From an optimization exercise on the open Yosys and OpenROAD flow, aimed at small area, a short achievable clock period and few clock cycles; shortcuts taken in it are not production practice.
Function was checked by simulation only, so behaviour that the tests miss may differ from the original.

==> try-raven <==
// pixel_generator
module pixel_generator (
    input  logic                       s_axi_lite_aclk,
    input  logic                       axi_resetn,
    input  logic [8-1:0] s_axi_lite_araddr,
    output logic                       s_axi_lite_arready,
    input  logic                       s_axi_lite_arvalid,
    input  logic [8-1:0] s_axi_lite_awaddr,
    output logic                       s_axi_lite_awready,
    input  logic                       s_axi_lite_awvalid,
    input  logic                       s_axi_lite_bready,
    output logic [1:0]                 s_axi_lite_bresp,
    output logic                       s_axi_lite_bvalid,
    output logic [31:0]                s_axi_lite_rdata,
    input  logic                       s_axi_lite_rready,
    output logic [1:0]                 s_axi_lite_rresp,
    output logic                       s_axi_lite_rvalid,
    input  logic [31:0]                s_axi_lite_wdata,
    output logic                       s_axi_lite_wready,
    input  logic                       s_axi_lite_wvalid,
    output logic [5:0]                 img_addr,
    input  logic [7:0]                 img_rdata,
    output logic [31:0]                out_stream_tdata,
    output logic [3:0]                 out_stream_tkeep,
    output logic                       out_stream_tlast,
    output logic [0:0]                 out_stream_tuser,
    output logic                       out_stream_tvalid,
    input  logic                       out_stream_tready
);
export LEC_CHECK = 0
export ABC_CLOCK_PERIOD_IN_PS = 3000
export CAP_MARGIN = 20
export CORE_MARGIN = 2
export CORE_UTILIZATION = 40
export SLEW_MARGIN = 20
create_clock -name core_clock -period 10.0 [get_ports {s_axi_lite_aclk}]
standard.sh (not shown) runs the stock make flow with config.mk's settings and CLKGATE_MAP_FILE= SYNTH_SCRIPT=/design/flow/synth_recipe.tcl, a recipe that flattens the netlist after the stock synthesis.
==> flow/flow/run.sh <==
#!/bin/bash
# Standard layout with a tighter setup repair target; the SDC and clock period are the standard flow's own.
set -uo pipefail
bash standard.sh SETUP_SLACK_MARGIN=6.7 finish > make_finish.log 2>&1
==> inputs of try-quartz, as changes to try-raven <==
==> flow/flow/run.sh (replaced) <==
#!/bin/bash
# Standard layout with a tighter setup repair target; the SDC and clock period are the standard flow's own.
set -uo pipefail
bash standard.sh SETUP_SLACK_MARGIN=7.0 finish > make_finish.log 2>&1
==> inputs of try-amber, as changes to try-raven <==
--- a/flow/design.v
+++ b/flow/design.v
@@ -23,20 +23,19 @@
     input  logic                       s_axi_lite_wvalid,
     output logic                       start,          
     output logic                       frame_en_nxt,   
     output logic [35:0]                coefs,          
     output logic [3:0]                 shift,
-    input  logic                       busy,
-    input  logic                       done,
+    input  logic [1:0]                 status_nxt,     
     input  logic [31:0]                frame_count
 );
     logic [31:1] ctrl;   
     logic [31:0] k0, k1, s5, s6, s7;
     logic        awready_q, wready_q, bvalid_q, arready_q, rvalid_q;
     logic [2:0]  waddr;
     logic [7:0]  wsel;   
-    logic        whs;
+    logic        whs, start_aw, started_q;
     logic [31:0] wd;
     logic [31:0] rmux;
     assign whs  = s_axi_lite_wvalid && wready_q;
     assign wsel = 8'd1 << waddr;
     assign wd  = s_axi_lite_wdata & {32{axi_resetn}};   
@@ -71,22 +70,31 @@
         if (!axi_resetn || (whs && wsel[2])) k1   <= wd;
         if (!axi_resetn || (whs && wsel[5])) s5   <= wd;
         if (!axi_resetn || (whs && wsel[6])) s6   <= wd;
         if (!axi_resetn || (whs && wsel[7])) s7   <= wd;
     end
-    assign start        = axi_resetn && whs && wsel[0] && s_axi_lite_wdata[0];
+    assign start_aw     = s_axi_lite_awvalid && awready_q && s_axi_lite_wvalid &&
+                          s_axi_lite_awaddr[4:2] == 3'd0 && s_axi_lite_wdata[0];
+    assign start        = axi_resetn && (start_aw || (whs && wsel[0] && s_axi_lite_wdata[0] && !started_q));
+    always_ff @(posedge s_axi_lite_aclk) begin
+        if (!axi_resetn || whs) begin
+            started_q <= 1'b0;
+        end else if (s_axi_lite_awvalid && awready_q) begin
+            started_q <= start_aw;
+        end
+    end
     assign frame_en_nxt = axi_resetn && ((whs && wsel[0]) ? s_axi_lite_wdata[1] : ctrl[1]);
     assign s_axi_lite_awready = awready_q;
     assign s_axi_lite_wready  = wready_q;
     assign s_axi_lite_bvalid  = bvalid_q;
     assign s_axi_lite_bresp   = 2'b00;
     always_comb begin
         case (s_axi_lite_araddr[4:2])
             3'd0:    rmux = {ctrl, 1'b0};
             3'd1:    rmux = k0;
             3'd2:    rmux = k1;
-            3'd3:    rmux = {30'd0, busy, done};   
+            3'd3:    rmux = {30'd0, status_nxt};   
             3'd4:    rmux = frame_count;
             3'd5:    rmux = s5;
             3'd6:    rmux = s6;
             default: rmux = s7;
         endcase
@@ -127,11 +135,12 @@
     output logic        fw_valid,    
     output logic        fw_last,     
     output logic [7:0]  fw_data,
     output logic        busy,
     output logic        done,
-    output logic        done_set     
+    output logic        done_set,    
+    output logic [1:0]  status_nxt   
 );
     logic        a_act;
     logic [5:0]  a_addr;
     logic        b_v, b_last;
     logic        c_v, c_last;
@@ -228,34 +237,34 @@
     end
     always_ff @(posedge s_axi_lite_aclk) begin
         if (!axi_resetn) begin
             c_v      <= 1'b0;
             d_v      <= 1'b0;
-            fw_valid <= 1'b0;
             busy     <= 1'b0;
             done     <= 1'b0;
             done_set <= 1'b0;
         end else begin
             c_v      <= b_v;
             d_v      <= c_v;
-            fw_valid <= d_v;
             done_set <= a_act && a_addr == 6'd63;
             if (start) begin
                 busy <= 1'b1;
                 done <= 1'b0;
             end else if (a_act && a_addr == 6'd63) begin
                 busy <= 1'b0;
                 done <= 1'b1;
             end
         end
     end
+    assign status_nxt = {busy && !(a_act && a_addr == 6'd63), done || (a_act && a_addr == 6'd63)};
     always_ff @(posedge s_axi_lite_aclk) begin
-        d_last  <= c_last;
-        fw_last <= d_last;
-        fsum    <= s2 + k2;
+        d_last <= c_last;
     end
-    assign shifted = fsum >>> shift;
+    assign fw_valid = d_v;
+    assign fw_last  = d_last;
+    assign fsum     = s2 + k2;
+    assign shifted  = fsum >>> shift;
     always_comb begin
         if (shifted[15]) begin
             fw_data = 8'd0;
         end else if (|shifted[14:8]) begin
             fw_data = 8'd255;
@@ -382,10 +391,11 @@
     output logic [0:0]                 out_stream_tuser,
     output logic                       out_stream_tvalid,
     input  logic                       out_stream_tready
 );
     logic        start, frame_en_nxt, busy, done, done_set;
+    logic [1:0]  status_nxt;
     logic        fw_valid, fw_last;
     logic [7:0]  fw_data;
     logic [31:0] frame_count;
     logic [35:0] coefs;
     logic [3:0]  shift;
@@ -394,15 +404,15 @@
         .s_axi_lite_araddr, .s_axi_lite_arready, .s_axi_lite_arvalid,
         .s_axi_lite_awaddr, .s_axi_lite_awready, .s_axi_lite_awvalid,
         .s_axi_lite_bready, .s_axi_lite_bresp, .s_axi_lite_bvalid,
         .s_axi_lite_rdata, .s_axi_lite_rready, .s_axi_lite_rresp, .s_axi_lite_rvalid,
         .s_axi_lite_wdata, .s_axi_lite_wready, .s_axi_lite_wvalid,
-        .start, .frame_en_nxt, .coefs, .shift, .busy, .done, .frame_count
+        .start, .frame_en_nxt, .coefs, .shift, .status_nxt, .frame_count
     );
     conv_capture u_capture (
         .s_axi_lite_aclk, .axi_resetn, .start, .coefs, .shift,
-        .img_addr, .img_rdata, .fw_valid, .fw_last, .fw_data, .busy, .done, .done_set
+        .img_addr, .img_rdata, .fw_valid, .fw_last, .fw_data, .busy, .done, .done_set, .status_nxt
     );
     feature_tiler u_tiler (
         .s_axi_lite_aclk, .axi_resetn, .start, .frame_en_nxt, .done_set,
         .fw_valid, .fw_last, .fw_data, .frame_count,
         .out_stream_tdata, .out_stream_tkeep, .out_stream_tlast,
==> flow/flow/run.sh (replaced) <==
#!/bin/bash
# Standard layout with a tighter setup repair target and no dummy loads in the clock tree;
# the SDC and clock period are the standard flow's own.
set -uo pipefail
bash standard.sh SETUP_SLACK_MARGIN=6.7 "CTS_ARGS=-sink_clustering_enable -repair_clock_nets -dont_use_dummy_load" finish > make_finish.log 2>&1
Settings changed: CORE_UTILIZATION 40 to 55.
==> flow_results.xml <==
<?xml version="1.0" encoding="UTF-8"?>
<metrics>
  <group name="placement">
    <metric name="post-place-ws" unit="ns">5.02</metric>
  </group>
  <group name="clocking">
    <metric name="tritoncts_num_sinks" unit="">873</metric>
    <metric name="postCtsSetupBuffers" unit="">20</metric>
  </group>
  <group name="timing">
    <metric name="max_freq" unit="MHz">291</metric>
    <metric name="fin_crit_sh" unit="">0.344</metric>
  </group>
  <group name="outcome">
    <metric name="outcome" unit="">no timing/DRC/antenna violations</metric>
  </group>
  <group name="power_and_ir_drop">
    <metric name="comb_pwr" unit="uW">2650</metric>
  </group>
  <group name="finish">
    <metric name="final-clk-cell-share" unit="">0.0753</metric>
    <metric name="post-route-util" unit="">0.467</metric>
  </group>
  <group name="route">
    <metric name="routed-wl-met2" unit="um">39800</metric>
  </group>
  <group name="synth">
    <metric name="synth_xor_area_frac" unit="">0.0498</metric>
  </group>
</metrics>
# the run above: try-raven

==> flow_results.xml <==
<?xml version="1.0" encoding="UTF-8"?>
<metrics>
  <group name="synth">
    <metric name="synth_enable_flop_cells" unit="">514</metric>
    <metric name="synth_xor_area_frac" unit="">0.0492</metric>
  </group>
  <group name="timing">
    <metric name="max_freq" unit="MHz">293</metric>
    <metric name="fin_crit_sh" unit="">0.342</metric>
  </group>
  <group name="grt">
    <metric name="grt.total_usage" unit="">0.240</metric>
  </group>
  <group name="finish">
    <metric name="multi_input_area" unit="sq mm">0.0129</metric>
    <metric name="post-route-util" unit="">0.635</metric>
    <metric name="final_net_count" unit="">3171</metric>
  </group>
  <group name="setup_path">
    <metric name="critical_path.startpoint_type" unit="">register</metric>
  </group>
  <group name="route">
    <metric name="routed-wl-met2" unit="um">39500</metric>
    <metric name="detailroute.wirelength.met3" unit="um">4660</metric>
  </group>
  <group name="flow_run">
    <metric name="max_cap_violations" unit="">0</metric>
  </group>
  <group name="placement">
    <metric name="placement.io_buffers" unit="">123</metric>
  </group>
  <group name="floorplan">
    <metric name="die_h" unit="um">260</metric>
  </group>
  <group name="power_and_ir_drop">
    <metric name="comb_pwr" unit="uW">3320</metric>
  </group>
  <group name="outcome">
    <metric name="outcome" unit="">no timing/DRC/antenna violations</metric>
  </group>
  <group name="clocking">
    <metric name="postCtsSetupBuffers" unit="">26</metric>
  </group>
</metrics>
# the run above: try-amber

==> flow_results.xml <==
<?xml version="1.0" encoding="UTF-8"?>
<metrics>
  <group name="outcome">
    <metric name="outcome" unit="">no timing/DRC/antenna violations</metric>
  </group>
  <group name="min_path">
    <metric name="min_delay_path_depth" unit="">0</metric>
  </group>
  <group name="floorplan">
    <metric name="ios" unit="">150</metric>
  </group>
  <group name="route">
    <metric name="number_of_optimization_iterations_in_the_first_detailed_route_pass" unit="">7</metric>
    <metric name="routed-wl-met2" unit="um">41500</metric>
  </group>
  <group name="timing">
    <metric name="fin_crit_sh" unit="">0.331</metric>
    <metric name="max_freq" unit="MHz">302</metric>
  </group>
  <group name="clocking">
    <metric name="tritoncts_num_sinks" unit="">873</metric>
    <metric name="postCtsSetupBuffers" unit="">104</metric>
  </group>
  <group name="grt">
    <metric name="grt_first_pass_wirelength" unit="um">129000</metric>
  </group>
  <group name="synth">
    <metric name="synth_xor_area_frac" unit="">0.0498</metric>
  </group>
  <group name="finish">
    <metric name="post-route-util" unit="">0.490</metric>
  </group>
  <group name="power_and_ir_drop">
    <metric name="comb_pwr" unit="uW">2950</metric>
  </group>
</metrics>
# the run above: try-quartz

Testbench counts of try-raven, summed over its fixed seeds: cycles 7,088.
Testbench counts of try-quartz, summed over its fixed seeds: cycles 7,088.
Testbench counts of try-amber, summed over its fixed seeds: cycles 7,024.

separate check: timing with driven ports:
In the flow no input, the clock included, has a driving cell. The finished layouts below were timed again as built, in two steps. Step 1 (the two cells are an assumption about what drives the block):
set clk [get_ports {s_axi_lite_aclk}]
set_driving_cell -lib_cell sky130_fd_sc_hd__clkbuf_16 $clk
set_driving_cell -lib_cell sky130_fd_sc_hd__buf_2 [delete_from_list [all_inputs] $clk]
Step 2 times the ports against the registers' clock, not the clock port: input delays grow and output delays shrink by t, the midpoint of the rising clock arrivals with the driver on. Three values: no drivers, after step 1, after step 2; two values: the first two.
run	t (ns)	setup slack, ns	worst hold slack (ns)
try-raven	0.712	6.561 / 6.498 / 6.076	0.321 / 0.321 / 0.321
try-quartz	0.705	6.686 / 6.617 / 6.360	0.312 / 0.312 / 0.312
try-amber	0.673	6.584 / 6.513 / 6.061	0.273 / 0.273 / 0.273
After both steps setup and hold are still met in every run listed. The setup slack of try-amber, which loses most, moves by -0.071 ns with the drivers and by -0.523 ns with both steps.
